Source: an optimization exercise on an open RTL-to-GDS flow (aim: small area). Production flows keep margins and buffers that such runs may drop.
The RTL was checked by simulation tests, not by an equivalence proof against the original design.
Power and IR drop assume default switching activity.

==> run C: inputs <==
==> flow/design.v <==
module wb_regfile_sb #(
  parameter int unsigned           CODE_SIZE = 6,
  parameter int unsigned           REG_SIZE  = 5,
  parameter int unsigned           DATA_SIZE = 32,
  parameter int unsigned           CNT_SIZE  = 3,
  parameter logic [CODE_SIZE-1:0]  OP_LW     = 6'd35,
  parameter logic [CODE_SIZE-1:0]  OP_SW     = 6'd43,
  parameter logic [CODE_SIZE-1:0]  OP_BEQ    = 6'd4,
  parameter logic [CODE_SIZE-1:0]  OP_BNE    = 6'd5,
  parameter logic [CODE_SIZE-1:0]  OP_J      = 6'd2
) (
  input  logic                 clk,
  input  logic                 rst,
  input  logic                 iss_valid,
  input  logic [CODE_SIZE-1:0] iss_icode,
  input  logic [REG_SIZE-1:0]  iss_ri,
  input  logic [REG_SIZE-1:0]  iss_rj,
  input  logic [REG_SIZE-1:0]  iss_rk,
  output logic [DATA_SIZE-1:0] jout,
  output logic [DATA_SIZE-1:0] kout,
  output logic                 stall,
  input  logic [REG_SIZE-1:0]  wb_ri,
  input  logic [CODE_SIZE-1:0] wb_icode,
  input  logic [DATA_SIZE-1:0] wb_mout,
  input  logic [DATA_SIZE-1:0] wb_aout,
  output logic                 sb_err
);
  localparam int unsigned NREG = 2**REG_SIZE;
  function automatic logic f_writes(input logic [CODE_SIZE-1:0] op,
                                    input logic [REG_SIZE-1:0]  r);
    f_writes = (op != '0) && (op != OP_SW) && (op != OP_BEQ) &&
           (op != OP_BNE) && (op != OP_J) && (r != '0);
  endfunction
  logic [DATA_SIZE-1:0] r_regs [1:NREG-1];
  logic [CNT_SIZE-1:0]  r_pend [1:NREG-1];
  logic                 r_sb_err;
  logic                 w_wb_wr;
  logic                 w_wb_op;
  logic [DATA_SIZE-1:0] w_wb_data;
  logic                 w_iss_wr;
  logic                 w_byp_j, w_byp_k;
  logic [NREG-1:1]      w_wsel;       
  logic [NREG-1:1]      w_isel;       
  logic [NREG-1:1]      w_jsel;       
  logic [NREG-1:1]      w_ksel;
  logic [NREG-1:1]      w_ld;         
  logic [NREG-1:1]      w_keep;       
  logic [NREG-1:1]      w_nz;         
  logic [NREG-1:1]      w_ge2;        
  logic [NREG-1:1]      w_e;          
  logic [CNT_SIZE-1:0]  w_pend_nxt [1:NREG-1];
  logic                 w_ge2_wb;
  logic                 w_hz_j, w_hz_k;
  assign w_wb_op   = (wb_icode != '0) && (wb_icode != OP_SW) && (wb_icode != OP_BEQ) &&
                     (wb_icode != OP_BNE) && (wb_icode != OP_J);
  assign w_wb_wr   = w_wb_op && (wb_ri != '0);
  assign w_wb_data = (wb_icode == OP_LW) ? wb_mout : wb_aout;
  assign w_byp_j = w_wb_op && (wb_ri == iss_rj) && (iss_rj != '0);
  assign w_byp_k = w_wb_op && (wb_ri == iss_rk) && (iss_rk != '0);
  always_comb begin
    for (int i = 1; i < NREG; i++) begin
      w_wsel[i] = w_wb_op && (wb_ri == REG_SIZE'(i));
      w_jsel[i] = !w_byp_j && (iss_rj == REG_SIZE'(i));
      w_ksel[i] = !w_byp_k && (iss_rk == REG_SIZE'(i));
      w_ld[i]   = !rst && w_wsel[i];
      w_keep[i] = !rst && !w_wsel[i];
      w_nz[i]   = r_pend[i] != '0;
      w_ge2[i]  = r_pend[i][CNT_SIZE-1:1] != '0;
    end
  end
  always_comb begin
    jout = {DATA_SIZE{w_byp_j}} & w_wb_data;
    kout = {DATA_SIZE{w_byp_k}} & w_wb_data;
    for (int i = 1; i < NREG; i++) begin
      jout = jout | ({DATA_SIZE{w_jsel[i]}} & r_regs[i]);
      kout = kout | ({DATA_SIZE{w_ksel[i]}} & r_regs[i]);
    end
  end
  always_comb begin
    w_ge2_wb = 1'b0;
    w_hz_j   = w_byp_j;
    w_hz_k   = w_byp_k;
    for (int i = 1; i < NREG; i++)
      w_ge2_wb = w_ge2_wb | (w_wsel[i] && w_ge2[i]);
    w_hz_j = w_hz_j && w_ge2_wb;
    w_hz_k = w_hz_k && w_ge2_wb;
    for (int i = 1; i < NREG; i++) begin
      w_hz_j = w_hz_j | (w_jsel[i] && w_nz[i]);
      w_hz_k = w_hz_k | (w_ksel[i] && w_nz[i]);
    end
  end
  assign stall    = iss_valid && (w_hz_j || w_hz_k);
  assign w_iss_wr = iss_valid && !stall && f_writes(iss_icode, iss_ri);
  always_comb begin
    for (int i = 1; i < NREG; i++) begin
      w_isel[i]     = w_iss_wr && (iss_ri == REG_SIZE'(i));
      w_pend_nxt[i] = r_pend[i];
      w_e[i]        = 1'b0;
      if (w_isel[i] && !w_wsel[i]) begin
        if (r_pend[i] == '1) w_e[i] = 1'b1;
        else                 w_pend_nxt[i] = r_pend[i] + 1'b1;
      end else if (w_wsel[i] && !w_isel[i]) begin
        if (!w_nz[i]) w_e[i] = 1'b1;
        else          w_pend_nxt[i] = r_pend[i] - 1'b1;
      end
    end
  end
  always_ff @(posedge clk) begin
    for (int i = 1; i < NREG; i++) begin
      r_regs[i] <= ({DATA_SIZE{w_ld[i]}} & w_wb_data) | ({DATA_SIZE{w_keep[i]}} & r_regs[i]);
      r_pend[i] <= rst ? '0 : w_pend_nxt[i];
    end
    r_sb_err <= !rst && (r_sb_err || (|w_e));
  end
  assign sb_err = r_sb_err;
endmodule
==> flow/run.sh <==
#!/bin/bash
# synth_recipe.tcl (not shown) runs the flow's synth.tcl, then flattens the netlist and writes it again
# the make line also repeats each setting of config.mk as NAME=value (left out here)
make -C /OpenROAD-flow-scripts/flow DESIGN_CONFIG=/design/flow/config.mk WORK_HOME=/design/flow/orfs CLKGATE_MAP_FILE= SYNTH_SCRIPT=/design/flow/synth_recipe.tcl finish
==> flow/config.mk <==
export PLATFORM = sky130hd
export DESIGN_NAME = wb_regfile_sb
export DESIGN_NICKNAME = wb_regfile_sb
export VERILOG_FILES = /design/flow/design.v
export SDC_FILE = /design/flow/constraint.sdc
export NUM_CORES = 4
export LEC_CHECK = 0
export ABC_AREA = 1
export CAP_MARGIN = 20
export CORE_MARGIN = 2
export CORE_UTILIZATION = 40
export CTS_BUF_LIST = sky130_fd_sc_hd__clkbuf_4
export CTS_CLUSTER_DIAMETER = 40
export CTS_CLUSTER_SIZE = 8
export SLEW_MARGIN = 20
==> flow/constraint.sdc <==
create_clock -name core_clock -period 7.0 [get_ports {clk}]
set_input_delay 1.4000 -clock core_clock [delete_from_list [all_inputs] [get_ports {clk}]]
set_output_delay 1.4000 -clock core_clock [all_outputs]
set_load 0.01 [all_outputs]
==> run K: changes against run C <==
==> flow/design.v, changed modules only <==
module wb_regfile_sb #(
  parameter int unsigned           CODE_SIZE = 6,
  parameter int unsigned           REG_SIZE  = 5,
  parameter int unsigned           DATA_SIZE = 32,
  parameter int unsigned           CNT_SIZE  = 3,
  parameter logic [CODE_SIZE-1:0]  OP_LW     = 6'd35,
  parameter logic [CODE_SIZE-1:0]  OP_SW     = 6'd43,
  parameter logic [CODE_SIZE-1:0]  OP_BEQ    = 6'd4,
  parameter logic [CODE_SIZE-1:0]  OP_BNE    = 6'd5,
  parameter logic [CODE_SIZE-1:0]  OP_J      = 6'd2
) (
  input  logic                 clk,
  input  logic                 rst,
  input  logic                 iss_valid,
  input  logic [CODE_SIZE-1:0] iss_icode,
  input  logic [REG_SIZE-1:0]  iss_ri,
  input  logic [REG_SIZE-1:0]  iss_rj,
  input  logic [REG_SIZE-1:0]  iss_rk,
  output logic [DATA_SIZE-1:0] jout,
  output logic [DATA_SIZE-1:0] kout,
  output logic                 stall,
  input  logic [REG_SIZE-1:0]  wb_ri,
  input  logic [CODE_SIZE-1:0] wb_icode,
  input  logic [DATA_SIZE-1:0] wb_mout,
  input  logic [DATA_SIZE-1:0] wb_aout,
  output logic                 sb_err
);
  localparam int unsigned          NREG    = 2**REG_SIZE;
  localparam logic [CNT_SIZE-1:0]  CNT_MAX = '1;
  localparam logic [CNT_SIZE-1:0]  CNT_ONE = CNT_SIZE'(1);
  function automatic logic f_writes(input logic [CODE_SIZE-1:0] op,
                                    input logic [REG_SIZE-1:0]  r);
    f_writes = (op != '0) && (op != OP_SW) && (op != OP_BEQ) &&
           (op != OP_BNE) && (op != OP_J) && (r != '0);
  endfunction
  logic [DATA_SIZE-1:0] r_regs [NREG];
  logic [CNT_SIZE-1:0]  r_pend [NREG];
  logic                 r_sb_err;
  logic                 w_wb_wr;
  logic [DATA_SIZE-1:0] w_wb_data;
  logic                 w_iss_wr;
  logic                 w_hz_j;
  logic                 w_hz_k;
  logic [NREG-1:0]      w_inc_vec;
  logic [NREG-1:0]      w_dec_vec;
  logic [CNT_SIZE-1:0]  w_pend_nxt [NREG];
  logic                 w_err;
  assign w_wb_wr   = f_writes(wb_icode, wb_ri);
  assign w_wb_data = (wb_icode == OP_LW) ? wb_mout : wb_aout;
  always_comb begin
    w_hz_j = 1'b0;
    w_hz_k = 1'b0;
    if (iss_rj != '0 && r_pend[iss_rj] != '0)
      w_hz_j = !(r_pend[iss_rj] == CNT_ONE && w_wb_wr && wb_ri == iss_rj);
    if (iss_rk != '0 && r_pend[iss_rk] != '0)
      w_hz_k = !(r_pend[iss_rk] == CNT_ONE && w_wb_wr && wb_ri == iss_rk);
  end
  assign stall    = iss_valid && (w_hz_j || w_hz_k);
  assign w_iss_wr = iss_valid && !stall && f_writes(iss_icode, iss_ri);
  always_comb begin
    jout = '0;
    kout = '0;
    if (iss_rj != '0)
      jout = (w_wb_wr && wb_ri == iss_rj) ? w_wb_data : r_regs[iss_rj];
    if (iss_rk != '0)
      kout = (w_wb_wr && wb_ri == iss_rk) ? w_wb_data : r_regs[iss_rk];
  end
  assign w_inc_vec = w_iss_wr ? (NREG'(1) << iss_ri) : '0;
  assign w_dec_vec = w_wb_wr  ? (NREG'(1) << wb_ri)  : '0;
  always_comb begin
    w_err = 1'b0;
    for (int i = 0; i < NREG; i++) begin
      w_pend_nxt[i] = r_pend[i];
      if (i != 0) begin
        if (w_inc_vec[i] && !w_dec_vec[i]) begin
          if (r_pend[i] == CNT_MAX) w_err = 1'b1;
          else                      w_pend_nxt[i] = r_pend[i] + CNT_ONE;
        end else if (w_dec_vec[i] && !w_inc_vec[i]) begin
          if (r_pend[i] == '0) w_err = 1'b1;
          else                 w_pend_nxt[i] = r_pend[i] - CNT_ONE;
        end
      end
    end
  end
  always_ff @(posedge clk) begin
    if (rst) begin
      for (int i = 0; i < NREG; i++) begin
        r_regs[i] <= '0;
        r_pend[i] <= '0;
      end
      r_sb_err <= 1'b0;
    end else begin
      if (w_wb_wr) r_regs[wb_ri] <= w_wb_data;
      for (int i = 1; i < NREG; i++) r_pend[i] <= w_pend_nxt[i];
      if (w_err) r_sb_err <= 1'b1;
    end
  end
  assign sb_err = r_sb_err;
endmodule
==> flow/config.mk (replaced) <==
export PLATFORM = sky130hd
export DESIGN_NAME = wb_regfile_sb
export DESIGN_NICKNAME = wb_regfile_sb
export VERILOG_FILES = /design/flow/design.v
export SDC_FILE = /design/flow/constraint.sdc
export NUM_CORES = 4
export LEC_CHECK = 0
export CAP_MARGIN = 20
export CORE_MARGIN = 2
export CORE_UTILIZATION = 40
export SLEW_MARGIN = 20
==> summary of the runs <==
- Run K produced a clean layout. Run C completed, yet does not pass: setup timing.
- In run C the clock power is smaller than in run K, by 26%.
- Of run C and run K, run K has the higher die area (gap about 20%, measured against run K).
- Of run C and run K, run K has the higher fmax (gap about 3.6%, measured against run K).
- Synthesized cell count: run K is smaller than run C (about 25%).
- In run K the clock skew is lower than in run C, by 0.016 ns.
==> figures <==
quantity                                                      run K                       run C
Max FFs per register                                           1024                         992
Status                                     timing/DRC/antenna clean  complete, but fails checks
Violated checks                                                   -                setup timing
Worst path max stage delay                                  0.90 ns                     0.61 ns
Number of gates resized after cts                                 0                          16
Cell depth of the worst flop-to-flop path                        15                          19
Vias per Instance                                              6.52                        6.61
Number of iterations in the first detailed-routing pass           6                           7
Utilization of the core after routing                         45.5%                       48.6%
Clock buf count                                                 149                         217
Clock sink count                                               1118                        1086
Post-detailed-placement half-perimeter wirelength            141 mm                      213 mm
Fraction of layout cells with a size suffix above 1           23.4%                       14.7%

==> what the ideal ports hide <==
In the flow no input, the clock included, has a driving cell. The finished layouts below were timed again as built, in two steps. Step 1: set_driving_cell puts a clkbuf_16 on clk and a buf_2 on each other input, an assumption about the parent block. Step 2 adds t to the input delays and takes it off the output delays; t is the mean of the earliest and latest rising clock arrival at the registers after step 1. Input paths then give back, and output paths get back, about the clock's delay inside the block. Three values: no drivers, after step 1, after step 2; two values: the first two.
| run | shift t [ns] | setup slack, ns | worst hold slack (ns) |
|---|---|---|---|
| run C | 1.345 | -0.054 / -0.097 / -0.097 | 0.453 / 0.453 / 0.453 |
| run K | 0.830 | 0.198 / 0.173 / 0.173 | 0.604 / 0.604 / 0.604 |
The setup slack of run C, which loses most, moves by -0.043 ns with the drivers and by -0.043 ns with both steps.
